Source: an optimization exercise on an open RTL-to-GDS flow (aim: small area). Production flows keep margins and buffers that such runs may drop.
In this exercise RTL edits were held to simulation tests only and were not proved equivalent to the original.
No activity file was given, so power comes from the tool's default toggle rates.

`design/flow/constraint.sdc`:
```
create_clock -name core_clock -period 6.0 [get_ports {CLOCK}]
set_input_delay 1.2000 -clock core_clock [delete_from_list [all_inputs] [get_ports {CLOCK}]]
set_output_delay 1.2000 -clock core_clock [all_outputs]
set_load 0.01 [all_outputs]
```
`design/flow/run.sh`:
```
#!/bin/bash
# synth_recipe.tcl (not shown) runs the flow's synth.tcl, then flattens the netlist and writes it again
# the make line also repeats each setting of config.mk as NAME=value (left out here)
make -C /OpenROAD-flow-scripts/flow DESIGN_CONFIG=/design/flow/config.mk WORK_HOME=/design/flow/orfs CLKGATE_MAP_FILE= SYNTH_SCRIPT=/design/flow/synth_recipe.tcl finish
```
`design/flow/design.v`:
```
`default_nettype none
package tcpStreamPkg;
	typedef logic [7:0]  byteT;
	typedef logic [31:0] ipAddrT;
	typedef logic [15:0] portT;
	typedef logic [31:0] seqNumT;
	typedef logic [15:0] lenT;
	typedef logic [5:0]  cntT;
	localparam byteT ETH_TYPE_IPV4_HI = 8'h08;
	localparam byteT ETH_TYPE_IPV4_LO = 8'h00;
	localparam byteT ETH_TYPE_VLAN_HI = 8'h81;
	localparam lenT        IP_TCP_MIN_HDR = 16'd40;	 
	localparam logic [3:0] MIN_HDR_WORDS  = 4'd5;	 
	localparam cntT MAC_BYTES      = 6'd12;	 
	localparam cntT VLAN_BYTES     = 6'd3;	 
	localparam cntT IP_FIXED_BYTES = 6'd20;
	localparam cntT TCP_PORT_BYTES = 6'd4;
	localparam cntT TCP_SEQ_BYTES  = 6'd4;
	localparam cntT TCP_ACK_BYTES  = 6'd4;
	localparam cntT TCP_REST_BYTES = 6'd6;	 
	localparam cntT IP_LEN_HI_POS = 6'd2;
	localparam cntT IP_LEN_LO_POS = 6'd3;
	localparam cntT IP_PROTO_POS  = 6'd9;
	localparam cntT IP_SRC_POS    = 6'd12;
	localparam cntT IP_DST_POS    = 6'd16;
	typedef enum logic [7:0] {
		protoTcp   = 8'd6,
		protoOther = 8'hff	 
	} ipProtoT;
	typedef enum logic [5:0] {
		stIdle,
		stMac,
		stEthTypeHi,
		stEthTypeLo,
		stVlan,
		stIpFixed,
		stIpOpt,
		stTcpPorts,
		stTcpSeq,
		stTcpAck,
		stTcpOffset,
		stTcpFlags,
		stTcpRest,
		stTcpOpt,
		stPayload
	} parseStateT;
endpackage
`default_nettype wire
`timescale 1ns/1ps
`default_nettype none
import tcpStreamPkg::*;
module frameParser (
	input  wire                  CLOCK,
	input  wire                  rst,
	input  wire                  newPkt,
	input  wire                  dataValid,
	input  wire tcpStreamPkg::byteT   data,
	input  wire tcpStreamPkg::ipAddrT srcIp,
	input  wire tcpStreamPkg::ipAddrT dstIp,
	input  wire tcpStreamPkg::portT   srcPort,
	input  wire tcpStreamPkg::portT   dstPort,
	output logic                 payValid,
	output tcpStreamPkg::byteT   payData,
	output logic                 payFirst,
	output logic                 segValid,
	output tcpStreamPkg::seqNumT segSeq,
	output logic                 segSyn,
	output tcpStreamPkg::lenT    segLen
);
	tcpStreamPkg::parseStateT state;
	tcpStreamPkg::cntT        byteCnt;
	tcpStreamPkg::cntT        fieldLen;
	logic       fieldLast;
	logic       hdrDone;
	logic [3:0] ihl;
	logic [3:0] dataOff;
	tcpStreamPkg::lenT        totalLen;
	tcpStreamPkg::ipProtoT    ipProto;
	tcpStreamPkg::seqNumT     seqReg;
	logic       synFlag;
	logic       match;		 
	logic       firstFlag;
	tcpStreamPkg::lenT        payLeft;
	tcpStreamPkg::lenT        ipOptLen;
	tcpStreamPkg::lenT        tcpOptLen;
	tcpStreamPkg::lenT        payLen;
	tcpStreamPkg::ipAddrT     addrWord;
	tcpStreamPkg::byteT       addrByte;
	tcpStreamPkg::portT       portWord;
	tcpStreamPkg::byteT       portByte;
	assign ipOptLen  = {10'd0, 4'(ihl - MIN_HDR_WORDS), 2'b00};
	assign tcpOptLen = {10'd0, 4'(dataOff - MIN_HDR_WORDS), 2'b00};
	assign payLen    = totalLen - IP_TCP_MIN_HDR - ipOptLen - tcpOptLen;
	always_comb begin
		case (state)
			stMac:      fieldLen = MAC_BYTES;
			stVlan:     fieldLen = VLAN_BYTES;
			stIpFixed:  fieldLen = IP_FIXED_BYTES;
			stIpOpt:    fieldLen = ipOptLen[5:0];
			stTcpPorts: fieldLen = TCP_PORT_BYTES;
			stTcpSeq:   fieldLen = TCP_SEQ_BYTES;
			stTcpAck:   fieldLen = TCP_ACK_BYTES;
			stTcpRest:  fieldLen = TCP_REST_BYTES;
			stTcpOpt:   fieldLen = tcpOptLen[5:0];
			default:    fieldLen = 6'd1;	 
		endcase
	end
	assign fieldLast = byteCnt == fieldLen - 1'b1;
	assign hdrDone = dataValid && !newPkt && fieldLast &&
		((state == stTcpRest && dataOff == MIN_HDR_WORDS) || state == stTcpOpt);
	assign addrWord = (byteCnt < IP_DST_POS) ? srcIp : dstIp;
	assign addrByte = addrWord[{~byteCnt[1:0], 3'b000} +: 8];
	assign portWord = byteCnt[1] ? dstPort : srcPort;
	assign portByte = portWord[{~byteCnt[0], 3'b000} +: 8];
	always_ff @(posedge CLOCK) begin
		if (rst) begin
			state     <= stIdle;
			byteCnt   <= '0;
			match     <= 1'b0;
			firstFlag <= 1'b0;
			payLeft   <= '0;
			payValid  <= 1'b0;
			segValid  <= 1'b0;
		end else begin
			payValid <= 1'b0;
			segValid <= 1'b0;
			if (newPkt) begin
				state   <= stMac;
				byteCnt <= '0;
				match   <= 1'b1;
			end else if (dataValid && state != stIdle) begin
				byteCnt <= fieldLast ? '0 : byteCnt + 1'b1;
				case (state)
					stMac:       if (fieldLast) state <= stEthTypeHi;
					stEthTypeHi: begin
						if (data == ETH_TYPE_VLAN_HI)
							state <= stVlan;
						else if (data == ETH_TYPE_IPV4_HI)
							state <= stEthTypeLo;
						else
							state <= stIdle;
					end
					stEthTypeLo: state <= (data == ETH_TYPE_IPV4_LO) ? stIpFixed : stIdle;
					stVlan:      if (fieldLast) state <= stEthTypeHi;	 
					stIpFixed: begin
						if (byteCnt >= IP_SRC_POS && data != addrByte)
							match <= 1'b0;
						if (fieldLast) begin
							if (ihl < MIN_HDR_WORDS)
								state <= stIdle;	 
							else if (ihl != MIN_HDR_WORDS)
								state <= stIpOpt;
							else
								state <= (ipProto == protoTcp) ? stTcpPorts : stIdle;
						end
					end
					stIpOpt: begin
						if (fieldLast)
							state <= (ipProto == protoTcp) ? stTcpPorts : stIdle;
					end
					stTcpPorts: begin
						if (data != portByte)
							match <= 1'b0;
						if (fieldLast) state <= stTcpSeq;
					end
					stTcpSeq:    if (fieldLast) state <= stTcpAck;
					stTcpAck:    if (fieldLast) state <= stTcpOffset;
					stTcpOffset: state <= stTcpFlags;
					stTcpFlags:  state <= stTcpRest;
					stTcpRest: begin
						if (fieldLast)
							state <= (dataOff > MIN_HDR_WORDS) ? stTcpOpt : stIdle;
					end
					stTcpOpt: ;	 
					stPayload: begin
						payValid  <= match;
						firstFlag <= 1'b0;
						payLeft   <= payLeft - 1'b1;
						if (payLeft == 16'd1) state <= stIdle;
					end
					default: state <= stIdle;
				endcase
				if (hdrDone) begin
					segValid <= match;
					if (match && payLen != '0) begin
						state     <= stPayload;
						payLeft   <= payLen;
						firstFlag <= 1'b1;
					end else begin
						state <= stIdle;
					end
				end
			end
		end
	end
	always_ff @(posedge CLOCK) begin
		if (dataValid && !newPkt) begin
			case (state)
				stIpFixed: begin
					if (byteCnt == '0) ihl <= data[3:0];
					if (byteCnt == IP_LEN_HI_POS) totalLen[15:8] <= data;
					if (byteCnt == IP_LEN_LO_POS) totalLen[7:0] <= data;
					if (byteCnt == IP_PROTO_POS)
						ipProto <= (data == 8'(protoTcp)) ? protoTcp : protoOther;
				end
				stTcpSeq:    seqReg <= {seqReg[23:0], data};	 
				stTcpOffset: dataOff <= data[7:4];
				stTcpFlags:  synFlag <= data[1];
				default: ;
			endcase
		end
		payData  <= data;
		payFirst <= firstFlag;
		if (hdrDone) begin
			segSeq <= seqReg;
			segSyn <= synFlag;
			segLen <= payLen;
		end
	end
endmodule
`default_nettype wire
`timescale 1ns/1ps
`default_nettype none
module payloadFifo #(
	parameter int fifoDepth = 64
) (
	input  wire                CLOCK,
	input  wire                rst,
	input  wire                payValid,
	input  wire tcpStreamPkg::byteT payData,
	input  wire                payFirst,
	input  wire                outReady,
	output logic               outValid,
	output tcpStreamPkg::byteT outData,
	output logic               outFirst,
	output logic               dropped
);
	localparam int ptrWidth = $clog2(fifoDepth);
	logic [8:0]          mem [fifoDepth];
	logic [ptrWidth-1:0] wrPtr;
	logic [ptrWidth-1:0] rdPtr;
	logic [ptrWidth:0]   count;
	logic full;
	logic doWrite;
	logic doRead;
	assign full    = count == (ptrWidth + 1)'(fifoDepth);
	assign doWrite = payValid && !full;
	assign outValid = count != '0;
	assign doRead  = outValid && outReady;
	assign {outFirst, outData} = mem[rdPtr];
	always_ff @(posedge CLOCK) begin
		if (doWrite)
			mem[wrPtr] <= {payFirst, payData};
	end
	always_ff @(posedge CLOCK) begin
		if (rst) begin
			wrPtr   <= '0;
			rdPtr   <= '0;
			count   <= '0;
			dropped <= 1'b0;
		end else begin
			if (doWrite) wrPtr <= wrPtr + 1'b1;	 
			if (doRead)  rdPtr <= rdPtr + 1'b1;
			case ({doWrite, doRead})
				2'b10:   count <= count + 1'b1;
				2'b01:   count <= count - 1'b1;
				default: count <= count;
			endcase
			if (payValid && full)
				dropped <= 1'b1;
		end
	end
endmodule
`default_nettype wire
`timescale 1ns/1ps
`default_nettype none
import tcpStreamPkg::*;
module seqTracker (
	input  wire                 CLOCK,
	input  wire                 rst,
	input  wire                 segValid,
	input  wire tcpStreamPkg::seqNumT segSeq,
	input  wire                 segSyn,
	input  wire tcpStreamPkg::lenT    segLen,
	output logic                gapped
);
	tcpStreamPkg::seqNumT expSeq;		 
	logic   synSeen;
	logic   seqMiss;
	assign seqMiss = segSeq != expSeq;
	always_ff @(posedge CLOCK) begin
		if (segValid) begin
			if (segSyn)
				expSeq <= segSeq + 32'd1;	 
			else
				expSeq <= segSeq + 32'(segLen);	 
		end
	end
	always_ff @(posedge CLOCK) begin
		if (rst) begin
			synSeen <= 1'b0;
			gapped  <= 1'b0;
		end else if (segValid) begin
			if (segSyn) begin
				synSeen <= 1'b1;
				gapped  <= 1'b0;
			end else begin
				gapped <= synSeen && seqMiss;
			end
		end
	end
endmodule
`default_nettype wire
`timescale 1ns/1ps
`default_nettype none
import tcpStreamPkg::*;
module tcpStream #(
	parameter int fifoDepth = 64
) (
	input  wire                  CLOCK,
	input  wire                  rst,
	input  wire                  newPkt,
	input  wire                  dataValid,
	input  wire tcpStreamPkg::byteT   data,
	input  wire tcpStreamPkg::ipAddrT srcIp,
	input  wire tcpStreamPkg::portT   srcPort,
	input  wire tcpStreamPkg::ipAddrT dstIp,
	input  wire tcpStreamPkg::portT   dstPort,
	input  wire                  outReady,
	output logic                 outValid,
	output tcpStreamPkg::byteT   outData,
	output logic                 outFirst,
	output logic                 dropped,
	output logic                 gapped
);
	logic   payValid;
	tcpStreamPkg::byteT   payData;
	logic   payFirst;
	logic   segValid;
	tcpStreamPkg::seqNumT segSeq;
	logic   segSyn;
	tcpStreamPkg::lenT    segLen;
	frameParser frameParser_i (
		.CLOCK(CLOCK), .rst(rst),
		.newPkt(newPkt), .dataValid(dataValid), .data(data),
		.srcIp(srcIp), .dstIp(dstIp), .srcPort(srcPort), .dstPort(dstPort),
		.payValid(payValid), .payData(payData), .payFirst(payFirst),
		.segValid(segValid), .segSeq(segSeq), .segSyn(segSyn), .segLen(segLen)
	);
	payloadFifo #(.fifoDepth(fifoDepth)) payloadFifo_i (
		.CLOCK(CLOCK), .rst(rst),
		.payValid(payValid), .payData(payData), .payFirst(payFirst),
		.outReady(outReady), .outValid(outValid), .outData(outData),
		.outFirst(outFirst), .dropped(dropped)
	);
	seqTracker seqTracker_i (
		.CLOCK(CLOCK), .rst(rst),
		.segValid(segValid), .segSeq(segSeq), .segSyn(segSyn), .segLen(segLen),
		.gapped(gapped)
	);
endmodule
`default_nettype wire
```
`design/flow/config.mk`:
```
export PLATFORM = sky130hd
export DESIGN_NAME = tcpStream
export DESIGN_NICKNAME = tcpStream
export VERILOG_FILES = /design/flow/design.v
export SDC_FILE = /design/flow/constraint.sdc
export NUM_CORES = 4
export LEC_CHECK = 0
export CAP_MARGIN = 20
export CORE_MARGIN = 2
export CORE_UTILIZATION = 40
export PLACE_DENSITY = 0.6
export SLEW_MARGIN = 20
```
==> summary.txt <==
## final cells by class
| type | instances | area [um^2] |
|---|---|---|
| multi-input combinational | 993 | 9990 |
| clock buffer | 108 | 2210 |
| sequential | 782 | 22800 |
| timing repair buffer | 162 | 1590 |
| inverter | 49 | 184 |
| fill | 6933 | 43600 |
| clock inverter | 41 | 483 |
| tap | 1070 | 1340 |
## power breakdown
part | switching (mW) | total (mW) | internal [mW] | leakage, nW
sequential | 0.0410 | 5.97 | 5.93 | 7.12
clock | 2.10 | 5.06 | 2.96 | 1.31
combinational | 0.174 | 0.318 | 0.144 | 3.84
total | 2.31 | 11.3 | 9.03 | 12.3
## final timing paths
| kind | from | to | slack [ns] | depth (start not counted) |
|---|---|---|---|---|
| setup / recovery | flop | outData[2] | 0.88 | 5 |
| hold / removal | frameParser_i.firstFlag | frameParser_i.payFirst | 0.36 | 0 |
| setup reg to reg | frameParser_i.dataOff[0] | frameParser_i.payLeft[13] | 1.18 | 17 |
| hold reg to reg | frameParser_i.firstFlag | frameParser_i.payFirst | 0.36 | 0 |
## Yosys cell counts, types with 8 or more instances
library cell	number	area, um^2
clkbuf_1	59	221
edfxtp_1	715	21500
nand3b_1	8	60.1
o21a_1	10	75.1
nand4_1	21	131
nor3_1	30	150
nor2b_1	27	169
inv_1	46	173
nand3_1	33	165
xor2_1	66	578
a21o_1	9	67.6
nand2_1	64	240
nor2_1	137	514
buf_1	20	75.1
nor4_1	20	125
dfxtp_1	67	1340
a31oi_1	12	75.1
mux2i_1	13	130
mux4_2	213	4800
or2_2	8	50.1
buf_2	9	45.0
xnor2_1	42	368
o21ai_0	29	145
and2_1	10	62.6
and3_1	11	68.8
or3_1	12	75.1
a21oi_1	58	290
ha_1	46	576
## layer usage
| layer | up-vias | part of all wire |
|---|---|---|
| met5 | - | 0 |
| met4 | 0 | 0.023 |
| met3 | 110 | 0.058 |
| met2 | 598 | 0.50 |
| met1 | 9497 | 0.42 |
| li1 | 7952 | - |
## state kept, by name, summed over array words and instances, names as in the netlist, 8 cells and up, named ones only
signal and flops:
frameParser_i.payData 8, frameParser_i.segLen 16, frameParser_i.seqReg 32, frameParser_i.totalLen 16, seqTracker_i.expSeq 32, payloadFifo_i.mem 576
frameParser_i.payLeft 16, frameParser_i.segSeq 32
## per-stage QoR
stage,setup WS [ns],util,hold WS [ns],area [um^2],std cells
finish,0.880,0.470,0.360,38600,3205
global route,0.719,0.470,0.361,38600,3205
CTS,0.768,0.470,0.363,38600,3204
detailed placement,0.986,0.437,0.354,35900,3055
global placement,1.13,0.437,0.357,35900,3055
floorplan,1.00,-,0.331,33300,1914
## kinds of logic after synthesis
logic type,after synthesis
adder cells (fa/ha/maj),52
buffers and inverters,139
AO/OA/AOI/OAI,186
XOR/XNOR,108
multiplexers,228
flip-flops,782
AND/OR/NAND/NOR,419
==> impl_results.md <==
* Post-Synth Adder-Cell Area at 0.0209
* Nets at 2230
* Grt total ovfl at 0
* Post-route ant nets at 0
* Compound-Gate Fraction of Synth Area at 0.0371
* Post-CTS Setup Bufs at 0
* Post-CTS Hold Fix Bufs at 0
* Pleak at roughly 12 nW
* Fmax at 0.195 GHz
* Status: timing/DRC/antenna clean
* Cell mode on critical path: mux4_2
* Antenna cells at 0
* Synth Area in Simple Gates at 0.0641
* Post-synth cell types at between 70 and 80
* Root Driver: clkbuf_16
* # clock sinks at 782
* Hold Fails Final Rpt at 0
* Number of synthesized register bits at between 700 and 800
* YS warnings at 3
* CP startpoint kind: flop
* GP Congestion at 0.877
* Total GRT Usage at 0.180
* Clock skew at 0.0450 ns
* Crit path buffers/inverters at 2
* Wire per inst at 23.9 um
* Routed vias at between 15000 and 20000
* Total power at 11.3 mW
* Crit path DAT at between 3 and 4 ns
* Drt pass-1 iters at 5
* Multiplexer area fraction after synthesis at 0.149
* WP data required at 4.80 ns
* Power per cell area at 293 nW/um^2
* Met2 usage at 0.301
* Post-synth EDFFs at slightly above 700
* Asr flop ratio synth at 0
* Clock latency (worst-skew pair) at 0.65 ns
* Initial core utilization at 0.405
* I/O Buffers at 120
* First-pass GRT wire length at 116 mm
* M3 GR Usage at 0.0299
* # rows at 105
* I/O pins at about 120
* H-tree levels at 3
* Vias in the first global route at 18600
* Area grow syn2layout at 16.0%
* Core Area at 82200 um^2
* Ratio of final minimum period to clock period at 0.853
* Worst hold path type: flop to flop
* TritonCTS clock tree: built
* Synth Net Count at 2075
* Most frequent cells in the layout: 715 x edfxtp_1, 213 x mux4_2, 135 x nor2_1
* CTS max path bufs at 3
* Total die area at 85600 um^2
* Max-cap violation count at 0
* Sequential-to-total area share from yosys stat at 0.685
* Syn Inst Count at 1914
* Setup TNS at 0 ns
* Final HPWL DP at between 40 and 50 mm
* Post-Synth XOR/XNOR Area at 0.0284
* Cts repair resizes at 0
* Main synth FF type: edfxtp_1
* Routed Wire Length at 76.7 mm
* Fraction of layout cells with a size suffix above 1 at 0.192
* Worst Setup End Kind: primary output
* Tightest Pin Transition at 1.10 ns
* Die width at 293 um
* RSZ-0062 raised after global routing: no
* Most common cell after layout, fill and taps aside: edfxtp_1
* Crit path max-delay family: multiplexers
* Critical Path Fanout Max at 36
* Die height at a little under 300 um
* Worst vdd ir at 0.000198 V
* Slowest CP cell: dfxtp_4
* Antenna violations before repair at 1
* Max incr delay on CP at 0.69 ns
* Relative slew slack at 0.264
* Routed vias/inst at approximately 5.7
* Largest family of logic cells by synthesized area: multiplexers
* Cts bufs inserted at 81
* Mapped Avg Cell Area at 17.4 um^2
* Gr busiest metal: met2
* Netlist Area Pre-Place at 33300 um^2
* # DRC at 0
* Max-slew violations at 0
* Fin crit period at 5.12 ns
* Clock slew at reported path FFs at 0.06 ns
* Largest net degree at the start of global routing at 65
* Critical-path cell list: buf_12 > mux4_2 > mux4_2 > mux4_2 > clkdlybuf4s50_1
* Iter 0 DRT Violations at 1729
* Final setup fails at 0
* Crit path kind: flop to primary output
* Met1 Usage GRT at 0.244

## static timing again, ports no longer ideal
The flow's constraints put no driver on any port. The routed layout listed below was extracted and timed again, unchanged, in two steps.
Step 1, drivers: a clkbuf_16 drives CLOCK and a buf_2 each remaining input, both assumed.
Step 2 times the ports against the registers' clock, not the clock port: input delays grow and output delays shrink by t, the midpoint of the rising clock arrivals with the driver on.
Slacks: no drivers / after step 1 / after step 2; pairs: no drivers / after step 1.
t (ns): 0.681
slack for setup (ns): 0.880 / 0.822 / 1.183
worst setup path after step 2: register to register
After both steps setup and hold are still met in this run. The setup slack of this run moves by -0.058 ns with the drivers and by +0.303 ns with both steps.
